What follows belongs to an exercise in optimizing a design on an open flow for small area, a short achievable clock period and few clock cycles per item; a production flow would make more cautious choices.
Where RTL was checked, it was by simulation tests only, not by an equivalence proof against the original.
Power is estimated from default activity; no workload was simulated.

==> inputs of run a <==
// cnn_top
module cnn_top (
	input  wire         clk,
	input  wire         reset_b,
	input  wire         run,
	output logic        busy,
	output logic [11:0] in_rd_addr,
	input  wire  [15:0] in_rd_data,
	output logic [11:0] weights_rd_addr,
	input  wire  [15:0] weights_rd_data,
	output logic [28:0] out_wr
);
	localparam int DRAIN_CYC = 5;
	logic        st_sz0, st_sz1, st_first, st_fetch, st_drain;
	logic [11:0] colptr;    
	logic [11:0] cn;        
	logic [5:0]  hw;        
	logic [1:0]  r;         
	logic        r3;        
	logic [5:0]  mcnt;      
	logic [5:0]  pcnt;      
	logic        mlast;     
	logic        plast;     
	logic        mfirst;    
	logic [2:0]  dcnt;
	logic [15:0] rdata_q;   
	logic        is_end;
	logic        step_end, img_end;
	logic [11:0] a_int, a_next;
	logic        trig_a, trig_b, trig_c;
	logic        last_a, last_b, last_c;
	assign is_end   = (rdata_q == 16'hFFFF);
	assign step_end = st_fetch && r3;
	assign img_end  = step_end && mlast && plast;
	always_ff @(posedge clk) begin
		if (!reset_b) begin
			busy     <= 1'b0;
			st_sz0   <= 1'b0;
			st_sz1   <= 1'b0;
			st_first <= 1'b0;
			st_fetch <= 1'b0;
			st_drain <= 1'b0;
			trig_a   <= 1'b0;
			in_rd_addr <= '0;
		end else begin
			trig_a   <= st_fetch && (r == 2'd1) && !mfirst;
			st_sz0   <= img_end;
			st_sz1   <= st_sz0 || run;
			st_first <= st_sz1;
			st_fetch <= (st_first && !is_end) || (st_fetch && !img_end);
			st_drain <= (st_first && is_end) || (st_drain && dcnt != 3'd0);
			if (run)
				busy <= 1'b1;
			else if (st_drain && dcnt == 3'd0)
				busy <= 1'b0;
  ...
clock: 10.0 ns
lec_check: 0
cap_margin: 20
core_margin: 2
core_utilization: 50
cts_cluster_diameter: 80
cts_cluster_size: 24
slew_margin: 70
synth_hierarchical: 1
standard.sh (not shown) runs the stock make flow with config.mk's settings and CLKGATE_MAP_FILE= SYNTH_SCRIPT=/design/flow/synth_recipe.tcl, a recipe that flattens the netlist after the stock synthesis.
==> flow/flow/run.sh <==
#!/bin/bash
set -euo pipefail
cd "$(dirname "$0")/.."
export SETUP_SLACK_MARGIN=6.3
export BUFFER_PORTS_ARGS="-buffer_cell sky130_fd_sc_hd__buf_2"
bash standard.sh > flow_make.log 2>&1
==> inputs of run b, as changes to run a <==
--- a/flow/design.v
+++ b/flow/design.v
@@ -3239,15 +3239,15 @@
 		if (!reset_b) begin
 			wa   <= '0;
 			ldph <= '0;
 		end else begin
 			ldph  <= {ldph[3:0], run};
 			wa[0] <= run | ldph[1];
 			wa[1] <= ldph[0] | ldph[1];
-			wa[2] <= ldph[2] & ~ldph[3];
+			wa[2] <= ldph[2];
 		end
 	end
 	always_ff @(posedge clk) begin
 		for (int w = 0; w < 5; w++)
 			if (ldph[w])
 				kw[w] <= weights_rd_data;
 	end
==> flow/run.sh (new file) <==
#!/bin/bash
# synth_recipe.tcl (not shown) runs the flow's synth.tcl, then flattens the netlist and writes it again
# the make line also repeats each setting of config.mk as NAME=value (left out here)
make -C /OpenROAD-flow-scripts/flow DESIGN_CONFIG=/design/flow/config.mk WORK_HOME=/design/flow/orfs CLKGATE_MAP_FILE= SYNTH_SCRIPT=/design/flow/synth_recipe.tcl finish
- CTS_CLUSTER_DIAMETER: 80 -> 100
- CTS_CLUSTER_SIZE: 24 -> 20
- SETUP_SLACK_MARGIN: not set -> 5
removed: flow/flow/run.sh
removed: flow/standard.sh
==> results.txt <==
- Of run a and run b, run a has the higher worst setup slack (gap 0.12 ns).
- Via count: run a is smaller than run b (about 1.2%).
- Routed wire length: run a is higher than run b (about 9%).
- In run b the die area is lower than in run a, by 0.22%.
- Critical path depth: run a is higher than run b (6).
- Of run a and run b, run a has the higher fmax (gap about 3.2%, measured against run b).
- Of run a and run b, run a has the higher combinational power (gap about 5%, measured against run b).
- Of run a and run b, run a has the higher flip-flop and latch count (gap 1).
- Sequential power is about the same in run a and run b.
- Of run a and run b, run b has the higher final cell count (gap about 0.3%, measured against run b).
==> figures <==
metric	run b	run a
Run status	timing/DRC/antenna clean	timing/DRC/antenna clean
Layout-to-synthesis area ratio	1.0861x	1.0743x
Ratio of cells with drive above 1 in the final layout	9.410%	12.51%
GR Layer Usage met1	36.30%	42.40%
Half-perimeter wire length after detailed placement	69470 um	77380 um
Number of vias per cell	5.592	5.539
Setup skew after layout	0.03047 ns	0.03638 ns
Launch point of the worst reg-to-reg path	kw[2][4]	kw[0][3]
Power share of the clock group	17.8%	18.4%
Non-filler cells in the finished layout	3528	3518
Count of nets after finishing	3299	3287
Antenna diode count	4	3
Number of placed instances with taps included	3460	3447
Critical Path Sink	weights_rd_addr[2]	u_eng.q67
Number of standard cells after synthesis	2601	2595
Number of sequential cells in the layout	546	547
Total Routing Usage GR	27.89%	29.63%
Non-clock buffer count	123	112
Horizontal die dimension	255.0 um	255.3 um
Worst slack at placement	6.487 ns	6.310 ns
VDD IR-drop max	164.5 uV	163.1 uV
No run of this note included a check of the RTL's function; only the layout flow was run.

========
==> inputs of trial 64 <==
Another version of the RTL of cnn_top (not shown whole).
clock: 10.0 ns
lec_check: 0
cap_margin: 20
core_margin: 2
core_utilization: 60
cts_cluster_diameter: 80
cts_cluster_size: 24
slew_margin: 70
synth_hierarchical: 1
==> flow/flow/run.sh <==
#!/bin/bash
set -euo pipefail
cd "$(dirname "$0")/.."
export SETUP_SLACK_MARGIN=6.95
export BUFFER_PORTS_ARGS="-buffer_cell sky130_fd_sc_hd__buf_2"
bash standard.sh > flow_make.log 2>&1
==> trial 17: changes against trial 64 <==
--- a/flow/design.v
+++ b/flow/design.v
@@ -3452,16 +3452,15 @@
 	always_ff @(posedge clk) begin
 		wr_int <= res_valid && (have_hi || res_last);
 		if (run)
 			oa_int <= '0;
 		else if (wr_int)
 			oa_int <= oa_int + 12'd1;
 	end
-	logic [6:0] hold;
 	always_ff @(posedge clk) begin
 		if (res_valid && !have_hi)
-			hold <= pool;
-		hi_q <= have_hi ? hold : pool;
-		lo_q <= have_hi ? pool : 7'd0;
+			hi_q <= pool;
+		if (res_valid)
+			lo_q <= have_hi ? pool : 7'd0;
 	end
 endmodule
 `default_nettype wire
==> flow/flow/run.sh (replaced) <==
#!/bin/bash
set -euo pipefail
cd "$(dirname "$0")/.."
export SETUP_SLACK_MARGIN=6.8
export BUFFER_PORTS_ARGS="-buffer_cell sky130_fd_sc_hd__buf_2"
bash standard.sh > flow_make.log 2>&1
==> flow/config.mk (replaced) <==
export PLATFORM = sky130hd
export DESIGN_NAME = cnn_top
export DESIGN_NICKNAME = cnn_top
export VERILOG_FILES = /design/flow/design.v
export SDC_FILE = /design/flow/constraint.sdc
export NUM_CORES = 4
export LEC_CHECK = 0
export CAP_MARGIN = 20
export CORE_MARGIN = 2
export CORE_UTILIZATION = 50
export CTS_CLUSTER_DIAMETER = 80
export CTS_CLUSTER_SIZE = 24
export SLEW_MARGIN = 70
export SYNTH_HIERARCHICAL = 1
==> summary of the runs <==
- In trial 64 the routed wire length is lower than in trial 17, by 7.0%.
- Of trial 17 and trial 64, trial 17 has the higher first-iteration DRC count (gap about 10%, measured against trial 64).
- Register-to-register slack: trial 64 is higher than trial 17 (96 ps).
- Of trial 64 and trial 17, trial 17 has the higher non-clock buffer count (gap 23).
- Between trial 17 and trial 64, the lower sequential power is in trial 17 (gap about 2%, measured against trial 64).
- Against trial 64, the clock-buffer cell count of trial 17 is higher by 2.
- Between trial 17 and trial 64, the lower clock skew is in trial 17 (gap 2.7 ps).
- Against trial 64, the utilization of trial 17 is lower by 11 points.
- Against trial 64, the area after synthesis of trial 17 is smaller by 0.42%.
Testbench counts of trial 17, summed over its fixed seeds: cycles 144,886, items 32,549.
Only the layout flow was run in trial 64; the RTL was not checked for function there.

========
==> run B <==
cnn_top with an RTL version that a note above also has.
Settings: LEC_CHECK=0, CAP_MARGIN=20, CORE_MARGIN=2, CORE_UTILIZATION=50, CTS_CLUSTER_DIAMETER=80, CTS_CLUSTER_SIZE=24, SETUP_SLACK_MARGIN=5, SLEW_MARGIN=70, SYNTH_HIERARCHICAL=1; clock period 10.0 ns.
run.sh (not shown) runs the stock make flow with config.mk's settings and CLKGATE_MAP_FILE= SYNTH_SCRIPT=/design/flow/synth_recipe.tcl, a recipe that flattens the netlist after the stock synthesis.
Stock flow here: none of the scripts above is used.
==> inputs of run P, as changes to run B <==
--- a/flow/design.v
+++ b/flow/design.v
@@ -3236,18 +3236,19 @@
 	logic [15:0] kw [5];
 	assign weights_rd_addr = {9'd0, wa};
 	always_ff @(posedge clk) begin
 		if (!reset_b) begin
 			wa   <= '0;
 			ldph <= '0;
 		end else begin
-			ldph  <= {ldph[3:0], run};
-			wa[0] <= run | ldph[1];
-			wa[1] <= ldph[0] | ldph[1];
-			wa[2] <= ldph[2];
+			ldph <= {ldph[3:0], run};
+			if (run)
+				wa <= 3'd1;
+			else if (wa != 3'd0)
+				wa <= (wa == 3'd4) ? 3'd0 : wa + 3'd1;
 		end
 	end
 	always_ff @(posedge clk) begin
 		for (int w = 0; w < 5; w++)
 			if (ldph[w])
 				kw[w] <= weights_rd_data;
 	end
==> flow/config.mk (replaced) <==
export PLATFORM = sky130hd
export DESIGN_NAME = cnn_top
export DESIGN_NICKNAME = cnn_top
export VERILOG_FILES = /design/flow/design.v
export SDC_FILE = /design/flow/constraint.sdc
export NUM_CORES = 4
export LEC_CHECK = 0
export CAP_MARGIN = 20
export CORE_MARGIN = 2
export CORE_UTILIZATION = 50
export CTS_BUF_LIST = sky130_fd_sc_hd__clkbuf_8
export SETUP_SLACK_MARGIN = 5
export SLEW_MARGIN = 70
export SYNTH_HIERARCHICAL = 1
==> inputs of run F, as changes to run B <==
==> flow/flow/run.sh (new file) <==
#!/bin/bash
set -euo pipefail
cd "$(dirname "$0")/.."
export SETUP_SLACK_MARGIN=6.5
bash standard.sh > flow_make.log 2>&1
==> flow/standard.sh (new file) <==
#!/bin/bash
# synth_recipe.tcl (not shown) runs the flow's synth.tcl, then flattens the netlist and writes it again
# the make line also repeats each setting of config.mk as NAME=value (left out here)
make -C /OpenROAD-flow-scripts/flow DESIGN_CONFIG=/design/flow/config.mk WORK_HOME=/design/flow/orfs CLKGATE_MAP_FILE= SYNTH_SCRIPT=/design/flow/synth_recipe.tcl "${@:-finish}"
==> flow/config.mk (replaced) <==
export PLATFORM = sky130hd
export DESIGN_NAME = cnn_top
export DESIGN_NICKNAME = cnn_top
export VERILOG_FILES = /design/flow/design.v
export SDC_FILE = /design/flow/constraint.sdc
export NUM_CORES = 4
export LEC_CHECK = 0
export CAP_MARGIN = 20
export CORE_MARGIN = 2
export CORE_UTILIZATION = 50
export SLEW_MARGIN = 70
export SYNTH_HIERARCHICAL = 1
removed: flow/run.sh
==> qor summary <==
Result of the run: run F finished clean; run B finished clean; run P finished clean
Hold WS: run F 0.320 ns; run B 0.332 ns; run P 0.321 ns
Power in the clock group: run F 0.00218 W; run B 0.00136 W; run P 0.00197 W
Peak clock frequency supported by timing: run F 289 MHz; run B 261 MHz; run P 274 MHz
N_diodes: run F 3; run B 2; run P 3
Placement Cell Area: run F 0.0330 mm^2; run B 0.0330 mm^2; run P 0.0331 mm^2
Routed vias/inst: run F 5.55; run B 5.57; run P 5.47
Post-synthesis to final-layout area growth: run F 12.8%; run B 8.26%; run P 11.2%
Routed length on met2: run F 40000 um; run B 38700 um; run P 41000 um
Resized Gates After CTS: run F 34; run B 0; run P 0
Reg2reg start: run F kw[4][12]$_DFFE_PP_; run B kw[1][12]$_DFFE_PP_; run P kw[1][6]$_DFFE_PP_
Area of all sequential standard cells: run F 0.0121 mm^2; run B 0.0120 mm^2; run P 0.0121 mm^2
Library cell contributing the largest single delay on the critical path: run F sky130_fd_sc_hd__fa_1; run B sky130_fd_sc_hd__clkdlybuf4s50_1; run P sky130_fd_sc_hd__clkdlybuf4s50_1
Synthesized area: run F 0.0315 mm^2; run B 0.0315 mm^2; run P 0.0315 mm^2
Sequential fraction of the synthesis area: run F 0.379; run B 0.379; run P 0.380
FILL cells: run F 5248; run B 5394; run P 5324
Sequential fraction of total cell area: run F 0.339; run B 0.353; run P 0.344
FF+latch count, synth: run F 546; run B 546; run P 547
Testbench counts of run P, summed over its fixed seeds: cycles 144,886, items 32,549.
For run B and run F, only the layout was checked, not whether the RTL still works.

==> separate check: timing with driven ports <==
The flow's constraints put no driver on any port. The routed layouts listed below were extracted and timed again, unchanged, in two steps.
Step 1 assumes that a clkbuf_16 drives the clock port and a buf_2 every other input.
Step 2 times the ports against the registers' clock, not the clock port: input delays grow and output delays shrink by t, the midpoint of the rising clock arrivals with the driver on.
a / b / c = no drivers / after step 1 / after step 2; a / b = the first two.
| run | t, ns | setup slack, ns | cell pins on the clock port's net |
|---|---|---|---|
| run a of note 1 | 0.649 | 6.372 / 6.372 / 6.372 | 1 |
| run b of note 1 | 0.635 | 6.255 / 6.193 / 6.449 | 1 |
| trial 64 | 0.635 | 6.961 / 6.898 / 6.888 | 1 |
| trial 17 | 0.650 | 6.874 / 6.811 / 6.832 | 1 |
| run B of note 3 | 0.692 | 6.170 / 6.109 / 6.419 | 1 |
| run P of note 3 | 0.738 | 6.350 / 6.288 / 6.462 | 1 |
| run F of note 3 | 0.669 | 6.534 / 6.492 / 6.525 | 1 |
After both steps setup and hold are still met in every run listed. The setup slack of trial 64, which loses most, moves by -0.063 ns with the drivers and by -0.073 ns with both steps.
